This is an optimization exercise on Yosys and OpenROAD, whose aim is small area, a short achievable clock period and few clock cycles per item, not a production implementation.
Only the layout flow was run in this run; the RTL was not checked for function there.

[design/flow/flow/run.sh]
#!/bin/bash
# Own layout flow: the standard flow (standard.sh) with two changes.
#  - Synthesis is the standard one except for the ABC script that maps the
#    logic between the registers: flow/abc.script (ORFS's area script, a
#    delay-driven map with area recovery) instead of the speed script.
#    The flip-flops are mapped before ABC runs and ABC does not touch them,
#    so registers, their names and cells are the standard synthesis's.
#  - flow/knobs.txt adds ORFS variables to the make calls: the port buffers
#    are buf_1 cells (every port still gets one), and the timing repair
#    aims at a larger setup margin. The clock and constraints are the standard flow's.
# Each tool's full output goes to a log file of its own in this folder
# (synth.log, layout.log, and ORFS's own logs under orfs/logs).
set -euo pipefail
here=$(pwd)
fdir=$here/flow

# synthesis script: synth_recipe.tcl with ORFS's synth.tcl swapped for a copy
# whose abc call uses flow/abc.script.
sed "s#^  log_cmd abc {\*}\$abc_args#  set abc_args [lreplace \$abc_args 1 1 $fdir/abc.script]\n  log_cmd abc {*}\$abc_args#" \
  "$FLOW_HOME/scripts/synth.tcl" > "$here/own_synth.tcl"
grep -q "abc.script" "$here/own_synth.tcl"
sed "s#\$::env(SCRIPTS_DIR)/synth.tcl#$here/own_synth.tcl#" "$here/synth_recipe.tcl" > "$here/own_synth_recipe.tcl"
grep -q "own_synth.tcl" "$here/own_synth_recipe.tcl"

knobs=()
if [[ -f $fdir/knobs.txt ]]; then
  while IFS= read -r line; do
    [[ -n "$line" && "$line" != \#* ]] && knobs+=("$line")
  done < "$fdir/knobs.txt"
fi

bash standard.sh "SYNTH_SCRIPT=$here/own_synth_recipe.tcl" "${knobs[@]}" synth > "$here/synth.log" 2>&1
bash standard.sh "SYNTH_SCRIPT=$here/own_synth_recipe.tcl" "${knobs[@]}" finish > "$here/layout.log" 2>&1
test -f "$here/out/final.def"
[design/flow/flow/abc.script]
strash
dch
map -B 0.9
topo
stime -c
buffer -c
upsize -c
dnsize -c
[design/flow/flow/knobs.txt]
BUFFER_PORTS_ARGS=-buffer_cell sky130_fd_sc_hd__buf_1
SETUP_SLACK_MARGIN=6.5
[design/flow/standard.sh]
#!/bin/bash
# synth_recipe.tcl (not shown) runs the flow's synth.tcl, then flattens the netlist and writes it again
# the make line also repeats each setting of config.mk as NAME=value (left out here)
make -C /OpenROAD-flow-scripts/flow DESIGN_CONFIG=/design/flow/config.mk WORK_HOME=/design/flow/orfs CLKGATE_MAP_FILE= SYNTH_SCRIPT=/design/flow/synth_recipe.tcl "${@:-finish}"
[design/flow/config.mk]
export PLATFORM = sky130hd
export DESIGN_NAME = sm4Core
export DESIGN_NICKNAME = sm4Core
export VERILOG_FILES = /design/flow/design.v
export SDC_FILE = /design/flow/constraint.sdc
export NUM_CORES = 8
export LEC_CHECK = 0
export CAP_MARGIN = 20
export CORE_MARGIN = 2
export CORE_UTILIZATION = 60
export SETUP_SLACK_MARGIN = 5
export SLEW_MARGIN = 20
export TNS_END_PERCENT = 0
[design/flow/constraint.sdc]
create_clock -name core_clock -period 11.0 [get_ports {clk}]
set_input_delay 2.2000 -clock core_clock [delete_from_list [all_inputs] [get_ports {clk}]]
set_output_delay 2.2000 -clock core_clock [all_outputs]
set_load 0.01 [all_outputs]
[design/flow/design.v]
`default_nettype none
package sm4TablesPkg;
  function automatic logic [8:0] invForms(input logic [3:0] d);
    case (d)
      4'd0: invForms = 9'd0;
      4'd1: invForms = 9'd432;
      4'd2: invForms = 9'd216;
      4'd3: invForms = 9'd360;
      4'd4: invForms = 9'd45;
      4'd5: invForms = 9'd325;
      4'd6: invForms = 9'd427;
      4'd7: invForms = 9'd371;
      4'd8: invForms = 9'd54;
      4'd9: invForms = 9'd413;
      4'd10: invForms = 9'd390;
      4'd11: invForms = 9'd245;
      4'd12: invForms = 9'd27;
      4'd13: invForms = 9'd350;
      4'd14: invForms = 9'd238;
      4'd15: invForms = 9'd195;
      default: invForms = 9'd0;
    endcase
  endfunction
  function automatic logic [7:0] sbox(input logic [7:0] a);
    logic t1, t2, t3, t4, t5, t6, t7, t8, t9, t10, t11, t12;
    logic t13, t14, t15, t16, t17, t18, t19, t20, t21, t22, t23, t24;
    logic t25, t26, t27, t28, t29, t30, t31, t32, t33, t34, t35, t36;
    logic t37, t38, t39, t40, t41, t42, p0, p1, p2, p3, p4, p5;
    logic p6, p7, p8, u1, u2, u3, u4, u5, u6, u7, u8, u9;
    logic u10, u11, u12, u13, u14, dd0, dd1, dd2, dd3, qh0, qs0, qh1;
    logic qs1, qh2, qs2, qh3, qs3, qh4, qs4, qh5, qs5, qh6, qs6, qh7;
    logic qs7, qh8, qs8, w1, w2, w3, w4, w5, w6, w7, w8, w9;
    logic w10, w11, w12, w13, w14, w15, w16, w17, w18, w19, w20, w21;
    logic w22, w23, w24, w25, w26, w27, w28, w29, w30, w31, w32, w33;
    logic w34, w35, w36, w37, w38, w39;
    logic [3:0] d;
    logic [8:0] fd;
    t1 = a[2] ^ a[7];
    t2 = a[3] ^ a[6];
    t3 = a[0] ^ a[1];
    t4 = a[4] ^ a[5];
    t5 = a[7] ^ t3;
    t6 = a[2] ^ a[6];
    t7 = t2 ^ t4;
    t8 = a[3] ^ a[5];
    t9 = a[0] ^ a[5];
    t10 = a[4] ^ a[6];
    t11 = a[6] ^ t1;
    t12 = t1 ^ t2;
    t13 = a[4] ^ a[7];
    t14 = a[1] ^ a[3];
    t15 = a[0] ^ a[7];
    t16 = a[0] ^ a[3];
    t17 = a[2] ^ a[3];
    t18 = a[0] ^ a[2];
    t19 = a[0] ^ a[6];
    t20 = a[1] ^ a[6];
    t21 = a[2] ^ t3;
    t22 = a[5] ^ t2;
    t23 = a[3] ^ t4;
    t24 = a[0] ^ t6;
    t25 = a[5] ^ t6;
    t26 = a[5] ^ t3;
    t27 = t1 ^ t8;
    t28 = t13 ^ t3;
    t29 = t1 ^ t14;
    t30 = t2 ^ t9;
    t31 = t1 ^ t4;
    t32 = t1 ^ t16;
    t33 = t18 ^ t4;
    t34 = t4 ^ t6;
    t35 = t10 ^ t3;
    t36 = t1 ^ t10;
    t37 = a[4] ^ t12;
    t38 = t2 ^ t5;
    t39 = t21 ^ t7;
    t40 = t5 ^ t7;
    t41 = t23 ^ t5;
    t42 = t11 ^ t26;
    p0 = ~t39 & t38;
    p1 = ~t1 & ~t2;
    p2 = t40 & ~t5;
    p3 = t11 & ~t24;
    p4 = t27 & t9;
    p5 = t22 & ~t25;
    p6 = ~t41 & ~t29;
    p7 = ~t8 & ~t30;
    p8 = t28 & t42;
    u1 = p3 ^ p4;
    u2 = p4 ^ p5;
    u3 = p1 ^ t20;
    u4 = p7 ^ t36;
    u5 = p7 ^ t37;
    u6 = p0 ^ t35;
    u7 = p0 ^ u3;
    u8 = p2 ^ u1;
    u9 = p6 ^ u1;
    u10 = p8 ^ u2;
    u11 = u2 ^ u7;
    u12 = u4 ^ u9;
    u13 = u10 ^ u5;
    u14 = u6 ^ u8;
    dd0 = ~u14;
    dd1 = ~u11;
    dd2 = ~u12;
    dd3 = ~u13;
    d = {dd3, dd2, dd1, dd0};
    fd = invForms(d);
    qh0 = ~t39 & fd[0];
    qs0 = ~t31 & fd[0];
    qh1 = ~t1 & fd[1];
    qs1 = t12 & fd[1];
    qh2 = t40 & fd[2];
    qs2 = ~t7 & fd[2];
    qh3 = t11 & fd[3];
    qs3 = ~t15 & fd[3];
    qh4 = t27 & fd[4];
    qs4 = t32 & fd[4];
    qh5 = t22 & fd[5];
    qs5 = ~t17 & fd[5];
    qh6 = ~t41 & fd[6];
    qs6 = t33 & fd[6];
    qh7 = ~t8 & fd[7];
    qs7 = t19 & fd[7];
    qh8 = t28 & fd[8];
    qs8 = t34 & fd[8];
    w1 = qs0 ^ qs8;
    w2 = qs4 ^ qs6;
    w3 = qs2 ^ qs5;
    w4 = qh7 ^ w1;
    w5 = qh8 ^ qs3;
    w6 = qh3 ^ qs1;
    w7 = qh2 ^ w2;
    w8 = w4 ^ w7;
    w9 = qh4 ^ qh6;
    w10 = qh0 ^ w3;
    w11 = qs7 ^ w5;
    w12 = qh5 ^ w6;
    w13 = w2 ^ w3;
    w14 = qs0 ^ qs1;
    w15 = qs4 ^ qs5;
    w16 = qh1 ^ qh5;
    w17 = qs1 ^ qs3;
    w18 = qh6 ^ qs2;
    w19 = qs4 ^ qs8;
    w20 = qh7 ^ qs7;
    w21 = qh0 ^ w5;
    w22 = w14 ^ w15;
    w23 = w16 ^ w17;
    w24 = w18 ^ w19;
    w25 = w20 ^ w6;
    w26 = qh1 ^ w10;
    w27 = qh6 ^ w10;
    w28 = w1 ^ w13;
    w29 = w23 ^ w9;
    w30 = w13 ^ w9;
    w31 = w11 ^ w4;
    w32 = w12 ^ w21;
    w33 = w11 ^ w12;
    w34 = w24 ^ w33;
    w35 = w25 ^ w30;
    w36 = w26 ^ w31;
    w37 = w27 ^ w8;
    w38 = w32 ^ w8;
    w39 = w29 ^ w8;
    sbox[0] = ~w36;
    sbox[1] = ~w28;
    sbox[2] = w22;
    sbox[3] = w37;
    sbox[4] = ~w38;
    sbox[5] = w39;
    sbox[6] = ~w34;
    sbox[7] = ~w35;
  endfunction
  function automatic logic [31:0] ck(input logic [4:0] i);
    case (i)
      5'd0: ck = 32'h00070e15;
      5'd1: ck = 32'h1c232a31;
      5'd2: ck = 32'h383f464d;
      5'd3: ck = 32'h545b6269;
      5'd4: ck = 32'h70777e85;
      5'd5: ck = 32'h8c939aa1;
      5'd6: ck = 32'ha8afb6bd;
      5'd7: ck = 32'hc4cbd2d9;
      5'd8: ck = 32'he0e7eef5;
      5'd9: ck = 32'hfc030a11;
      5'd10: ck = 32'h181f262d;
      5'd11: ck = 32'h343b4249;
      5'd12: ck = 32'h50575e65;
      5'd13: ck = 32'h6c737a81;
      5'd14: ck = 32'h888f969d;
      5'd15: ck = 32'ha4abb2b9;
      5'd16: ck = 32'hc0c7ced5;
      5'd17: ck = 32'hdce3eaf1;
      5'd18: ck = 32'hf8ff060d;
      5'd19: ck = 32'h141b2229;
      5'd20: ck = 32'h30373e45;
      5'd21: ck = 32'h4c535a61;
      5'd22: ck = 32'h686f767d;
      5'd23: ck = 32'h848b9299;
      5'd24: ck = 32'ha0a7aeb5;
      5'd25: ck = 32'hbcc3cad1;
      5'd26: ck = 32'hd8dfe6ed;
      5'd27: ck = 32'hf4fb0209;
      5'd28: ck = 32'h10171e25;
      5'd29: ck = 32'h2c333a41;
      5'd30: ck = 32'h484f565d;
      5'd31: ck = 32'h646b7279;
      default: ck = 32'h0;
    endcase
  endfunction
  localparam logic [127:0] FK = {
    32'ha3b1bac6,
    32'h56aa3350,
    32'h677d9197,
    32'hb27022dc
  };
  function automatic logic [31:0] rotl(input logic [31:0] w, input int unsigned n);
    rotl = (w << n) | (w >> (32 - n));
  endfunction
  function automatic logic [31:0] tauSub(input logic [31:0] a);
    tauSub = {sbox(a[31:24]), sbox(a[23:16]), sbox(a[15:8]), sbox(a[7:0])};
  endfunction
  function automatic logic [31:0] dataT(input logic [31:0] x);
    logic [31:0] b;
    b = tauSub(x);
    dataT = b ^ rotl(b, 2) ^ rotl(b, 10) ^ rotl(b, 18) ^ rotl(b, 24);
  endfunction
  function automatic logic [31:0] keyT(input logic [31:0] x);
    logic [31:0] b;
    b = tauSub(x);
    keyT = b ^ rotl(b, 13) ^ rotl(b, 23);
  endfunction
endpackage
`default_nettype wire
`default_nettype none
package sm4CorePkg;
  localparam int WORD_W  = 32;
  localparam int BLOCK_W = 128;
  localparam int ROUNDS  = 32;
  localparam int ROUND_W = 5;
endpackage
`default_nettype wire
`default_nettype none
import sm4CorePkg::*;
module sm4Core (
  input  wire logic                             clk,
  input  wire logic                             rst_n,
  input  wire logic                             start,
  input  wire logic                             decrypt,
  input  wire logic [sm4CorePkg::BLOCK_W-1:0]   key,
  input  wire logic [sm4CorePkg::BLOCK_W-1:0]   textIn,
  output logic [sm4CorePkg::BLOCK_W-1:0]        textOut,
  output logic                                  done
);
  localparam logic [ROUND_W-1:0] CNT_LAST = ROUND_W'(ROUNDS - 1);
  logic               busy;
  logic               spec;
  logic               hitR;
  logic               rounds;
  logic               decMode;
  logic               valid;
  logic [ROUND_W-1:0] cnt;
  logic [ROUND_W-1:0] cntNext;
  logic               accept;
  logic               missNow;
  logic               lastRound;
  logic               toRounds;
  logic               keyBack;
  logic               dataRound;
  logic               saveEnd;
  logic               keyBackNext;
  logic [BLOCK_W-1:0] keyIn;
  logic [BLOCK_W-1:0] kw;
  logic [BLOCK_W-1:0] ko;
  assign keyIn     = key ^ sm4TablesPkg::FK;
  assign accept    = start && !busy;
  assign missNow   = spec && !hitR;
  assign lastRound = busy && rounds && !spec && (cnt == '0);
  assign toRounds  = busy && !rounds && (!decMode || cnt == CNT_LAST);
  always_comb
  begin
    if (accept)
      cntNext = decrypt ? CNT_LAST : ROUND_W'(1);
    else if (!busy || lastRound || missNow)
      cntNext = '0;
    else if (rounds ? decMode : (decMode && cnt == CNT_LAST))
      cntNext = rounds ? cnt - 1'b1 : cnt;
    else
      cntNext = cnt + 1'b1;
  end
  assign keyBackNext = accept ? decrypt
                              : (busy && !lastRound && !missNow && decMode && (rounds || toRounds));
  always_ff @(posedge clk or negedge rst_n)
  begin
    if (!rst_n)
    begin
      busy      <= 1'b0;
      spec      <= 1'b0;
      hitR      <= 1'b0;
      rounds    <= 1'b0;
      decMode   <= 1'b0;
      valid     <= 1'b0;
      cnt       <= '0;
      done      <= 1'b0;
      keyBack   <= 1'b0;
      dataRound <= 1'b0;
    end
    else
    begin
      done <= lastRound;
      cnt  <= cntNext;
      spec <= accept;
      hitR <= valid && (keyIn == kw);
      keyBack   <= keyBackNext;
      dataRound <= accept || (busy && !lastRound && !missNow && (rounds || toRounds));
      if (accept)
      begin
        busy    <= 1'b1;
        rounds  <= 1'b1;
        decMode <= decrypt;
      end
      else
      begin
        if (lastRound)
        begin
          busy  <= 1'b0;
          valid <= 1'b1;
        end
        if (missNow)
          rounds <= 1'b0;
        else if (toRounds)
          rounds <= 1'b1;
      end
    end
  end
  logic [WORD_W-1:0] k0, k1, k2, k3;
  logic [WORD_W-1:0] tk;
  logic [WORD_W-1:0] e0, e1, e2, e3;
  logic              stepFwd;
  logic              stepBack;
  logic              encEnd;
  logic [WORD_W-1:0] z;
  assign {k0, k1, k2, k3} = kw;
  assign tk = sm4TablesPkg::keyT(z);
  assign encEnd   = lastRound && !decMode;
  assign stepFwd  = (accept && !decrypt) || (busy && !keyBack && !encEnd && !missNow);
  assign stepBack = busy && keyBack && !missNow;
  always_comb
  begin
    if ((accept && decrypt) || missNow || encEnd)
      {e0, e1, e2, e3} = ko;
    else if (stepFwd)
      {e0, e1, e2, e3} = {k1, k2, k3, k0};
    else if (stepBack)
      {e0, e1, e2, e3} = {k3, k0, k1, k2};
    else
      {e0, e1, e2, e3} = kw;
  end
  always_ff @(posedge clk)
    kw <= {(tk & {WORD_W{stepBack}}) ^ e0, e1, e2, (tk & {WORD_W{stepFwd}}) ^ e3};
  always_ff @(posedge clk)
    z <= (tk & {WORD_W{keyBackNext ? stepBack : stepFwd}}) ^
         (e1 ^ e2 ^ (keyBackNext ? e0 : e3) ^ sm4TablesPkg::ck(cntNext));
  assign saveEnd = busy && !missNow && (decMode ? (rounds && cnt == CNT_LAST)
                                                : (!rounds || cnt == '0));
  always_ff @(posedge clk)
  begin
    if (accept)
      ko <= keyIn;
    else if (saveEnd)
      ko <= kw;
  end
  logic [WORD_W-1:0] x0, x1, x2, x3;
  logic [WORD_W-1:0] ex0, ex1, ex2, ex3;
  logic [WORD_W-1:0] y;
  logic [WORD_W-1:0] ty;
  logic              dataStep;
  assign dataStep = dataRound && !missNow;
  assign ty = sm4TablesPkg::dataT(y);
  always_comb
  begin
    if (accept)
      {ex0, ex1, ex2, ex3} = textIn;
    else if (dataStep)
      {ex0, ex1, ex2, ex3} = {x1, x2, x3, x0};
    else
      {ex0, ex1, ex2, ex3} = {x0, x1, x2, x3};
  end
  always_ff @(posedge clk)
  begin
    {x0, x1, x2} <= {ex0, ex1, ex2};
    x3 <= (ty & {WORD_W{dataStep}}) ^ ex3;
    y  <= (ty & {WORD_W{dataStep}}) ^ (tk & {WORD_W{stepFwd}}) ^ (ex1 ^ ex2 ^ ex3 ^ e3);
  end
  assign textOut = {x3, x2, x1, x0};
endmodule
`default_nettype wire
==> qor.csv <==
metric,value,unit
drt-pass1-iter-count,10,
num_vias,54100,
drive_above_1_share,12.2,%
max_slew_margin,14.9,%
syn-num-nets,8009,
min_period,4.53,ns
cts.sinks,462,
cts_root_buffer,clkbuf_16,
gp_congestion,1.05,
tightest_slew,1.26,ns
finalHoldViolCount,0,
hold_depth,1,
worst_setup_path_end_kind,flop,
max_freq,0.221,GHz
stdcell_count,9012,
drc_errors,0,
crit_type,input pin to flop,
synth_edf_count,160,
r2r-start,y[13]$_DFF_P_,
cts_buffers,46,
grt_pass1_vias,46500,
synth_seq_area_share,23.9,%
clk_pin_slew,0.06,ns
dpl-instance-area,47400,um^2
synth_ff_type,dfxtp_1,
synth_area_leader_cell,nand2_1,
dp_hpwl,142000,um
status,finished clean,
syn_to_final_growth,15.7,%
yosys-top-cells-area,"nand2_1, dfxtp_1, edfxtp_1, nand3_1, xor2_1",
fin_nets,8315,
cts_tree,built,
coreArea,75600,um^2
rsz0062_at_grt,yes,
finalSetupViolCount,0,
skew,0.0230,ns
cp-start-kind,input pin,
grt_max_degree,129,
yosys-top-cells-count,"nand2_1, nand3_1, inv_1, o21ai_0, nor2_1",
dp_cells,8810,
holdPathEnd,valid$_DFFE_PN0P_,
syn_avg_cell_area,5.94,um^2
async_reset_ff_share,3.03,%
clock_path_buffers,3,
antenna_found_initial,8,
die_h,280,um
crit_required,11.49,ns
io_buffers,388,
rows,101,
postRouteAntennaNets,0,
clkLatencyLatePin,0.59,ns
post-route-cell-area,52800,um^2
io_pins,389,
grt_overflow_total,0,
ys_warn_count,1,
htreeDepth,2,
max_cap_viol_count,0,
r2r_slack,6.62,ns
viasPerCell,6.00,
timing.setup.tns,0,ns
track_usage,45.1,%
wl_per_cell,21.0,um
syn_area,45600,um^2
rr_worst_depth,29,
drtIter0Drc,6944,
syn_inst,7685,
grt_pass1_wl,273000,um
start_util,60.4,%
synth.most_common_cell,nand2_1,
min_from,valid$_DFFE_PN0P_,
drv_slew,0,
r2r_end,x3[28]$_DFF_P_,
period_share,41.2,%
die_w,280,um
cts_hold_buf,0,
synth_cell_type_count,66,
die_area,78300,um^2
yosys.area.top_type_share,27.1,%
worstPathArrival,5.02,ns
routed_wl,189000,um
crit_fanout,102,
hp-class,flop to flop,
ys_seq_elements,462,
timing repair:
| action | 4_1_cts | 5_1_grt |
|---|---|---|
| setup endpoints to repair | 230 | 160 |
| endpoints found under the hold margin | 0 | 0 |
| setup buffers | 16 | 85 |
| gates resized for setup | 195 | 556 |
| pin swaps | 9 | 78 |
| cloned | 8 | 2 |
worst max-delay path: stages:
cell     delay (ns)
buf_4          0.19
nand2_8        0.22
buf_16         0.28
buf_16         0.37
nor2_1         0.09
a31oi_1        0.24
xnor2_1        0.17
xor2_1         0.21
xor2_1         0.41
inv_1          0.10
nand4_1        0.10
nand2_1        0.08
inv_1          0.05
nand3_1        0.06
nand2_1        0.09
inv_1          0.03
cell usage in the layout (no fill, tap or decap), drive strengths merged, types with 14 or more instances in the layout:
cell | netlist | final
nand2 | 3403 | 3406
nand3 | 862 | 862
inv | 671 | 672
buf | 93 | 508
o21ai | 447 | 447
nor2 | 403 | 403
xor2 | 322 | 322
dfxtp | 288 | 288
xnor2 | 264 | 264
edfxtp | 160 | 160
a21oi | 108 | 108
o211ai | 98 | 98
clkbuf | 166 | 72
a31oi | 69 | 69
ha | 64 | 64
o22ai | 51 | 51
nand4 | 49 | 49
nand3b | 43 | 43
a221oi | 25 | 25
dfrtp | 14 | 14
state kept, by name, indices dropped and copies added, names as in the netlist, 5 cells and up:
name / cells
x1: 32
x3: 32
ko: 128
z: 32
cnt: 5
y: 32
kw: 128
x2: 32
x0: 32
layer usage:
| metal | GRT usage (%) | up-vias | part of all wire, % |
|---|---|---|---|
| met5 | 0 | - | 0.030 |
| met4 | 29.1 | 4 | 7.6 |
| met3 | 10.7 | 693 | 14 |
| met2 | 65.8 | 3450 | 41 |
| met1 | 59.5 | 24600 | 38 |
| li1 | - | 25300 | - |
worst max path at each step:
stage,start,end,slack (ns),cells past startpoint
finish,start,y[30]$_DFF_P_,6.47,16
floorplan,start,z[21]$_DFF_P_,6.57,13
global placement,start,z[28]$_DFF_P_,4.72,12
global route,y[5]$_DFF_P_,x3[21]$_DFF_P_,6.35,34
CTS,y[13]$_DFF_P_,x3[15]$_DFF_P_,6.41,33
detailed placement,start,z[28]$_DFF_P_,4.64,12
cell type report:
class	count	area [um^2]
multi-input cells	6291	33500
diodes	6	15.0
repair buffers	514	2720
fillers	6853	22800
flip-flops and latches	462	11100
clock buffers	70	1410
well taps	978	1220
clock inverters	15	139
inverters	676	2620
per-stage QoR:
step | hold WS [ns] | util, % | setup WS, ns
after floorplan | 0.440 | - | 6.57
after global placement | 0.499 | 62.7 | 4.72
after global routing | 0.533 | 69.8 | 6.35
after detailed placement | 0.494 | 62.7 | 4.64
final | 0.520 | 69.9 | 6.47
after CTS | 0.509 | 66.0 | 6.41
cells by family (layout without fill, tap and decap cells):
kind of cell             count (synthesis)  after routing  share of synthesized area (%)
AO/OA/AOI/OAI                          837            837                           10.6
XOR/XNOR                               586            586                           11.5
adder cells (fa/ha/maj)                 64             64                           1.75
buffers and inverters                  935           1275                           8.22
flip-flops                             462            462                           23.9
multiplexers                             3              3                         0.0658
other                                    0              6                              0
AND/OR/NAND/NOR                       4798           4801                           43.9

[re-timing with driven ports]
How much do the figures lean on ideal ports? The routed layout below was timed once more, with nothing changed but the port constraints. Step 1 (the two cells are an assumption about what drives the block):
set clk [get_ports {clk}]
set_driving_cell -lib_cell sky130_fd_sc_hd__clkbuf_16 $clk
set_driving_cell -lib_cell sky130_fd_sc_hd__buf_2 [delete_from_list [all_inputs] $clk]
Step 2 adds t to the input delays and takes it off the output delays; t is the mean of the earliest and latest rising clock arrival at the registers after step 1. Input paths then give back, and output paths get back, about the clock's delay inside the block. a / b / c = no drivers / after step 1 / after step 2; a / b = the first two.
t, ns: 0.639
setup WS [ns]: 6.469 / 6.503 / 5.864
worst setup path at the end: input to register
slew at the worst register clock pin (ns): 0.07 / 0.07
After both steps this run still meets setup and hold. The setup slack of this run moves by +0.034 ns with the drivers and by -0.605 ns with both steps.
